This is an optimization exercise on Yosys and OpenROAD, whose aim is small area, not a production implementation.
The RTL was checked by simulation tests, not by an equivalence proof against the original design.
The clock port is modelled as an ideal driver; clocking choices that lean on that would not hold on a real chip.
Power figures rest on the tool's default switching activity, not on a simulated workload.

## tsp_coord_loader
module tsp_coord_loader #(
  parameter int         NCITY   = tsp_pkg::NCITY,
  parameter int         COORD_W = tsp_pkg::COORD_W,
  parameter logic [7:0] HDR     = tsp_pkg::HDR,
  parameter int         TIMEOUT = tsp_pkg::TIMEOUT,
  localparam int        IDX_W   = $clog2(NCITY)
) (
  input  logic               clk,
  input  logic               rst,
  input  logic [7:0]         in_data,
  input  logic               in_valid,
  output logic               in_ready,
  output logic [NCITY*COORD_W-1:0] xs,   
  output logic [NCITY*COORD_W-1:0] ys,   
  output logic [IDX_W:0]     n_cities,
  output logic               coord_valid,
  output logic               solver_rst,
  output logic               err
);
  localparam int             TO_W    = 11;
  function automatic logic [TO_W-1:0] lfsr_next(input logic [TO_W-1:0] q);
    lfsr_next = {q[TO_W-2:0], ~(q[10] ^ q[8])};
  endfunction
  function automatic logic [TO_W-1:0] lfsr_after(input int steps);
    lfsr_after = '0;
  ...
Settings: LEC_CHECK=0, CAP_MARGIN=20, CORE_ASPECT_RATIO=0.25, CORE_MARGIN=2, CORE_UTILIZATION=72, SLEW_MARGIN=20; clock period 5.0 ns.
standard.sh (not shown) runs the stock make flow with config.mk's settings and CLKGATE_MAP_FILE= SYNTH_SCRIPT=/design/flow/synth_recipe.tcl, a recipe that flattens the netlist after the stock synthesis.
==> flow/flow/run.sh <==
#!/bin/bash
# Standard ORFS layout with two changes: the port buffers that global
# placement inserts are the smallest plain buffer, and CTS builds its tree
# from clkbuf_8 (root clkbuf_16) in clusters of up to 18 sinks without dummy
# balancing loads.
set -euo pipefail
export BUFFER_PORTS_ARGS="-buffer_cell sky130_fd_sc_hd__buf_1"
export CTS_ARGS="-sink_clustering_enable -repair_clock_nets -dont_use_dummy_load -buf_list sky130_fd_sc_hd__clkbuf_8 -root_buf sky130_fd_sc_hd__clkbuf_16 -sink_clustering_size 18 -sink_clustering_max_diameter 25"
bash standard.sh > standard.log 2>&1
The first run completed with no timing, DRC or antenna violations.
Next try:
==> flow/flow/run.sh (replaced) <==
#!/bin/bash
# Standard ORFS layout with two changes: the port buffers that global
# placement inserts are the smallest plain buffer, and CTS builds its tree
# from clkbuf_8 (root clkbuf_16) in clusters of up to 16 sinks without dummy
# balancing loads.
set -euo pipefail
export BUFFER_PORTS_ARGS="-buffer_cell sky130_fd_sc_hd__buf_1"
export CTS_ARGS="-sink_clustering_enable -repair_clock_nets -dont_use_dummy_load -buf_list sky130_fd_sc_hd__clkbuf_8 -root_buf sky130_fd_sc_hd__clkbuf_16 -sink_clustering_size 16 -sink_clustering_max_diameter 25"
bash standard.sh > standard.log 2>&1
Outcome: The new run finished with timing, DRC and antenna clean. Wire length barely changes. Sequential share of layout area falls by 0.16 points. Via count falls by 1.1%. Count of clock-buffer cells in the layout rises by 7. Hold slack gets better by 0.026 ns. Worst setup slack is about the same. Cell count stays flat.

* * *

== the reference run ==
tsp_coord_loader, a different RTL version from the one above (not shown whole).
For scale: ~3700 cells after synthesis, ~1100 flip-flops.
Settings: LEC_CHECK=0, CAP_MARGIN=20, CORE_ASPECT_RATIO=0.25, CORE_MARGIN=2, CORE_UTILIZATION=72, SLEW_MARGIN=20; clock period 5.0 ns.
==> flow/flow/run.sh <==
#!/bin/bash
# Standard ORFS layout with these changes: the port buffers that global
# placement inserts are the smallest plain buffer; CTS builds its tree from
# clkbuf_8 (root clkbuf_16) in clusters of up to 20 sinks without dummy
# balancing loads; after CTS, leaf buffers whose sinks would see a slow
# clock edge are upsized (flow/post_cts.tcl).
set -euo pipefail
export BUFFER_PORTS_ARGS="-buffer_cell sky130_fd_sc_hd__buf_1"
export CTS_ARGS="-sink_clustering_enable -repair_clock_nets -dont_use_dummy_load -buf_list sky130_fd_sc_hd__clkbuf_8 -root_buf sky130_fd_sc_hd__clkbuf_16 -sink_clustering_size 20 -sink_clustering_max_diameter 30"
export POST_CTS_TCL="$PWD/flow/post_cts.tcl"
bash standard.sh > standard.log 2>&1
==> flow/flow/post_cts.tcl <==
# Upsize each leaf clock buffer whose sinks would see a slow clock edge
# (placement-estimated slew above 95 ps) to clkbuf_16, then legalize.
estimate_parasitics -placement
set upsized 0
foreach inst [get_cells clkbuf_leaf_*] {
  set out [get_pins -of_objects $inst -filter "direction==output"]
  set worst 0
  foreach p [get_pins -of_objects [get_nets -of_objects $out] -filter "direction==input"] {
    foreach e {rise fall} {
      set s [get_property $p slew_max_$e]
      if {$s > $worst} { set worst $s }
    }
  }
  if {$worst > 0.095} {
    puts "post_cts: [get_full_name $inst] worst sink slew $worst, upsized"
    replace_cell $inst sky130_fd_sc_hd__clkbuf_16
    incr upsized
  }
}
puts "post_cts: upsized $upsized leaf clock buffers"
if {$upsized > 0} {
  detailed_placement
  check_placement -verbose
  estimate_parasitics -placement
}
> inputs changed (the reference run -> the trial run)
- CORE_UTILIZATION changed from 72 to 76
- CAP_MARGIN changed from 20 to 10
- SLEW_MARGIN changed from 20 to 10
==> flow/flow/run.sh <==
#!/bin/bash
# Standard ORFS layout with two changes: the port buffers that global
# placement inserts are the smallest plain buffer, and CTS builds its tree
# from clkbuf_8 (root clkbuf_16) in clusters of up to 16 sinks without dummy
# balancing loads.
set -euo pipefail
export BUFFER_PORTS_ARGS="-buffer_cell sky130_fd_sc_hd__buf_1"
export CTS_ARGS="-sink_clustering_enable -repair_clock_nets -dont_use_dummy_load -buf_list sky130_fd_sc_hd__clkbuf_8 -root_buf sky130_fd_sc_hd__clkbuf_16 -sink_clustering_size 16 -sink_clustering_max_diameter 25"
bash standard.sh > standard.log 2>&1
removed: flow/flow/post_cts.tcl
The flow completed for the trial run, but it is not clean: the layout still shows antenna rules.
[compare] base=the reference run new=the trial run: peak per-stage delay on the critical path went up 0.03 ns, remaining antenna violation count after routing shows an increase of 1, multi-input logic portion of the cell area saw an increase, global-route usage went up by 1.1 points.
[compare] base=the reference run new=the trial run: clock group total power shows a reduction of 15%, power spent charging and discharging nets shows a reduction of about 1%.
Compared to the reference run, the routing of the trial run uses less wire.

* * *

The RTL this note starts from:
==> flow/design.v <==
package tsp_pkg;
  localparam int         NCITY   = 64;
  localparam int         COORD_W = 8;
  localparam int         IDX_W   = $clog2(NCITY);
  localparam logic [7:0] HDR     = 8'hA5;
  localparam int         TIMEOUT = 2_000;
  typedef enum logic [2:0] {
    IDLE,
    COUNT,
    XB,
    YB,
    CSUM,
    DONE
  } ld_state_t;
endpackage
module tsp_coord_loader #(
  parameter int         NCITY   = tsp_pkg::NCITY,
  parameter int         COORD_W = tsp_pkg::COORD_W,
  parameter logic [7:0] HDR     = tsp_pkg::HDR,
  parameter int         TIMEOUT = tsp_pkg::TIMEOUT,
  localparam int        IDX_W   = $clog2(NCITY)
) (
  input  logic               clk,
  input  logic               rst,
  input  logic [7:0]         in_data,
  input  logic               in_valid,
  output logic               in_ready,
  output logic [NCITY*COORD_W-1:0] xs,   
  output logic [NCITY*COORD_W-1:0] ys,   
  output logic [IDX_W:0]     n_cities,
  output logic               coord_valid,
  output logic               solver_rst,
  output logic               err
);
  localparam int             TO_W    = $clog2(TIMEOUT + 1);
  localparam logic [TO_W-1:0] TO_LAST = TO_W'(TIMEOUT - 1);
  tsp_pkg::ld_state_t state;
  logic [IDX_W:0]   n_lat;      
  logic [IDX_W-1:0] idx;        
  logic [7:0]       sum;        
  logic [TO_W-1:0]  idle_cnt;   
  logic             accept;
  logic             wr_x, wr_y;
  logic [COORD_W-1:0] xs_r [NCITY];   
  logic [COORD_W-1:0] ys_r [NCITY];
  for (genvar g = 0; g < NCITY; g++) begin : g_flat
    assign xs[g*COORD_W +: COORD_W] = xs_r[g];
    assign ys[g*COORD_W +: COORD_W] = ys_r[g];
  end
  assign accept = in_valid && in_ready;
  assign wr_x   = accept && state == tsp_pkg::XB;
  assign wr_y   = accept && state == tsp_pkg::YB;
  for (genvar g = 0; g < NCITY; g++) begin : g_arr
    always_ff @(posedge clk) begin
      if (wr_x && idx == IDX_W'(g)) xs_r[g] <= COORD_W'(in_data);
      if (wr_y && idx == IDX_W'(g)) ys_r[g] <= COORD_W'(in_data);
    end
  end
  always_ff @(posedge clk) begin
    if (state != tsp_pkg::IDLE && state != tsp_pkg::DONE && !accept &&
        idle_cnt != TO_LAST)
      idle_cnt <= idle_cnt + 1'b1;
    else
      idle_cnt <= '0;
    case (state)
      tsp_pkg::COUNT: begin
        n_lat <= (IDX_W+1)'(in_data);
        idx   <= '0;
        sum   <= in_data;
      end
      tsp_pkg::XB: begin
        if (accept) sum <= sum + in_data;
      end
      tsp_pkg::YB: begin
        if (accept) begin
          sum <= sum + in_data;
          idx <= idx + 1'b1;
        end
      end
      default: ;
    endcase
  end
  always_ff @(posedge clk or posedge rst) begin
    if (rst) begin
      state       <= tsp_pkg::IDLE;
      in_ready    <= 1'b0;
      coord_valid <= 1'b0;
      solver_rst  <= 1'b0;
      err         <= 1'b0;
      n_cities    <= '0;
    end else begin
      err        <= 1'b0;
      solver_rst <= 1'b0;
      in_ready   <= 1'b1;
      if (state != tsp_pkg::IDLE && state != tsp_pkg::DONE && !accept &&
          idle_cnt == TO_LAST) begin
        err   <= 1'b1;
        state <= tsp_pkg::IDLE;
      end
      case (state)
        tsp_pkg::IDLE: begin
          if (accept && in_data == HDR) state <= tsp_pkg::COUNT;
        end
        tsp_pkg::COUNT: begin
          if (accept) begin
            if (in_data == 8'd0 || int'(in_data) > NCITY) begin
              err   <= 1'b1;
              state <= tsp_pkg::IDLE;
            end else begin
              coord_valid <= 1'b0;
              state       <= tsp_pkg::XB;
            end
          end
        end
        tsp_pkg::XB: begin
          if (accept) state <= tsp_pkg::YB;
        end
        tsp_pkg::YB: begin
          if (accept) begin
            if ({1'b0, idx} == n_lat - 1'b1) state <= tsp_pkg::CSUM;
            else                             state <= tsp_pkg::XB;
          end
        end
        tsp_pkg::CSUM: begin
          if (accept) begin
            if (in_data == sum) begin
              n_cities <= n_lat;
              in_ready <= 1'b0;
              state    <= tsp_pkg::DONE;
            end else begin
              err   <= 1'b1;
              state <= tsp_pkg::IDLE;
            end
          end
        end
        tsp_pkg::DONE: begin
          coord_valid <= 1'b1;
          solver_rst  <= 1'b1;
          state       <= tsp_pkg::IDLE;
        end
        default: state <= tsp_pkg::IDLE;
      endcase
    end
  end
endmodule
Settings: LEC_CHECK=0, CAP_MARGIN=20, CORE_MARGIN=2, CORE_UTILIZATION=40, SLEW_MARGIN=20; clock period 5.0 ns.
==> flow/flow/run.sh <==
#!/bin/bash
# Standard ORFS layout, with the port buffers that global placement inserts
# made from the smallest plain buffer instead of the library default.
set -euo pipefail
export BUFFER_PORTS_ARGS="-buffer_cell sky130_fd_sc_hd__buf_1"
bash standard.sh > standard.log 2>&1
Change:
==> flow/run.sh (new file) <==
#!/bin/bash
# synth_recipe.tcl (not shown) runs the flow's synth.tcl, then flattens the netlist and writes it again
# the make line also repeats each setting of config.mk as NAME=value (left out here)
make -C /OpenROAD-flow-scripts/flow DESIGN_CONFIG=/design/flow/config.mk WORK_HOME=/design/flow/orfs CLKGATE_MAP_FILE= SYNTH_SCRIPT=/design/flow/synth_recipe.tcl finish
removed: flow/flow/run.sh
removed: flow/standard.sh
After rerunning: The changed run finished with timing, DRC and antenna clean. Total power goes up by 2.4%. Worst setup slack gets better by 0.10 ns. Sequential share of layout area shrinks by 10 points. Clock skew stays flat. Wire length rises by 7.5%. Sequential power is about the same.
Change:
CORE_UTILIZATION = 65   (was 40)
The changed run never finished: it broke off in I/O pin placement.
Area after synthesis is unchanged.
Synthesized cell count does not change.

* * *

oak:
RTL: one of the versions met above, not the one the previous note started from.
Size in the first run: roughly 33000 um2 of cells after synthesis.
// tsp_coord_loader
module tsp_coord_loader #(
  parameter int         NCITY   = tsp_pkg::NCITY,
  parameter int         COORD_W = tsp_pkg::COORD_W,
  parameter logic [7:0] HDR     = tsp_pkg::HDR,
  parameter int         TIMEOUT = tsp_pkg::TIMEOUT,
  localparam int        IDX_W   = $clog2(NCITY)
) (
  input  logic               clk,
  input  logic               rst,
  input  logic [7:0]         in_data,
  input  logic               in_valid,
  output logic               in_ready,
  output logic [NCITY*COORD_W-1:0] xs,   
  output logic [NCITY*COORD_W-1:0] ys,   
  output logic [IDX_W:0]     n_cities,
  output logic               coord_valid,
  output logic               solver_rst,
  output logic               err
);
  localparam int             TO_W    = 11;
  function automatic logic [TO_W-1:0] lfsr_next(input logic [TO_W-1:0] q);
    lfsr_next = {q[TO_W-2:0], ~(q[10] ^ q[8])};
  endfunction
  function automatic logic [TO_W-1:0] lfsr_after(input int steps);
    lfsr_after = '0;
    for (int i = 0; i < steps; i++) lfsr_after = lfsr_next(lfsr_after);
  endfunction
  ...
export LEC_CHECK = 0
export CAP_MARGIN = 20
export CORE_ASPECT_RATIO = 0.25
export CORE_MARGIN = 2
export CORE_UTILIZATION = 72
export SLEW_MARGIN = 20
create_clock -name core_clock -period 5.0 [get_ports {clk}]
==> flow/flow/run.sh <==
#!/bin/bash
# Standard ORFS layout with these changes: the port buffers that global
# placement inserts are the smallest plain buffer; CTS builds its tree from
# clkbuf_8 in clusters of up to 18 sinks without dummy
# balancing loads; after CTS, leaf buffers whose sinks would see a slow
# clock edge are upsized (flow/post_cts.tcl).
set -euo pipefail
export BUFFER_PORTS_ARGS="-buffer_cell sky130_fd_sc_hd__buf_1"
export CTS_ARGS="-sink_clustering_enable -repair_clock_nets -dont_use_dummy_load -buf_list sky130_fd_sc_hd__clkbuf_8 -sink_clustering_size 18 -sink_clustering_max_diameter 50"
export POST_CTS_TCL="$PWD/flow/post_cts.tcl"
bash standard.sh > standard.log 2>&1
==> flow/flow/post_cts.tcl <==
# Upsize each leaf clock buffer whose sinks would see a slow clock edge
# (placement-estimated slew above 106 ps) to clkbuf_16, then legalize.
estimate_parasitics -placement
set upsized 0
foreach inst [get_cells clkbuf_leaf_*] {
  set out [get_pins -of_objects $inst -filter "direction==output"]
  set worst 0
  foreach p [get_pins -of_objects [get_nets -of_objects $out] -filter "direction==input"] {
    foreach e {rise fall} {
      set s [get_property $p slew_max_$e]
      if {$s > $worst} { set worst $s }
    }
  }
  if {$worst > 0.106} {
    puts "post_cts: [get_full_name $inst] worst sink slew $worst, upsized"
    replace_cell $inst sky130_fd_sc_hd__clkbuf_16
    incr upsized
  }
}
puts "post_cts: upsized $upsized leaf clock buffers"
if {$upsized > 0} {
  detailed_placement
  check_placement -verbose
  estimate_parasitics -placement
}
What pine does differently from oak at the input level:
==> flow/flow/run.sh <==
#!/bin/bash
# Standard ORFS layout with two changes: the port buffers that global
# placement inserts are the smallest plain buffer, and CTS builds its tree
# from clkbuf_8 (root clkbuf_16) in clusters of up to 16 sinks without dummy
# balancing loads.
set -euo pipefail
export BUFFER_PORTS_ARGS="-buffer_cell sky130_fd_sc_hd__buf_1"
export CTS_ARGS="-sink_clustering_enable -repair_clock_nets -dont_use_dummy_load -buf_list sky130_fd_sc_hd__clkbuf_8 -root_buf sky130_fd_sc_hd__clkbuf_16 -sink_clustering_size 16 -sink_clustering_max_diameter 25"
bash standard.sh > standard.log 2>&1
removed: flow/flow/post_cts.tcl
==> notes.md <==
Between oak and pine, the fraction of area in multi-input gates figures differ only marginally. Per the comparison of pine with oak, via count went down, total power went down. pine has setup slack of the critical path after layout above what oak had.

==> separate check: timing with driven ports <==
In the flow no input, the clock included, has a driving cell. The finished layouts below were timed again as built, in two steps.
Step 1: set_driving_cell puts a clkbuf_16 on clk and a buf_2 on each other input, an assumption about the parent block.
Step 2 also shifts input and output timing later by t, the mid clock arrival at the registers, as if the neighbouring blocks saw the same clock.
a / b / c = no drivers / after step 1 / after step 2; a / b = the first two.
run | t, ns | slack for setup (ns) | worst hold slack (ns) | worst setup path after step 2
the first run of note 1 | 0.697 | 1.534 / 1.534 / 0.841 | 0.329 / 0.296 / 0.453 | input to register
the second run of note 1 | 0.688 | 1.532 / 1.526 / 0.838 | 0.355 / 0.325 / 0.465 | input to register
the reference run | 0.715 | 1.666 / 1.666 / 1.289 | 0.354 / 0.313 / 0.450 | input to register
the trial run | 0.672 | 1.659 / 1.659 / 1.242 | 0.396 / 0.358 / 0.453 | input to register
the first run of note 3 | 0.722 | 1.451 / 1.451 / 1.078 | 0.363 / 0.329 / 0.445 | input to register
the second run of note 3 | 0.731 | 1.553 / 1.534 / 0.803 | 0.448 / 0.448 / 0.448 | input to register
oak | 0.735 | 1.649 / 1.649 / 1.293 | 0.292 / 0.265 / 0.450 | input to register
pine | 0.672 | 1.836 / 1.836 / 1.298 | 0.376 / 0.348 / 0.452 | input to register
The setup slack of the second run of note 3, which loses most, moves by -0.019 ns with the drivers and by -0.750 ns with both steps.
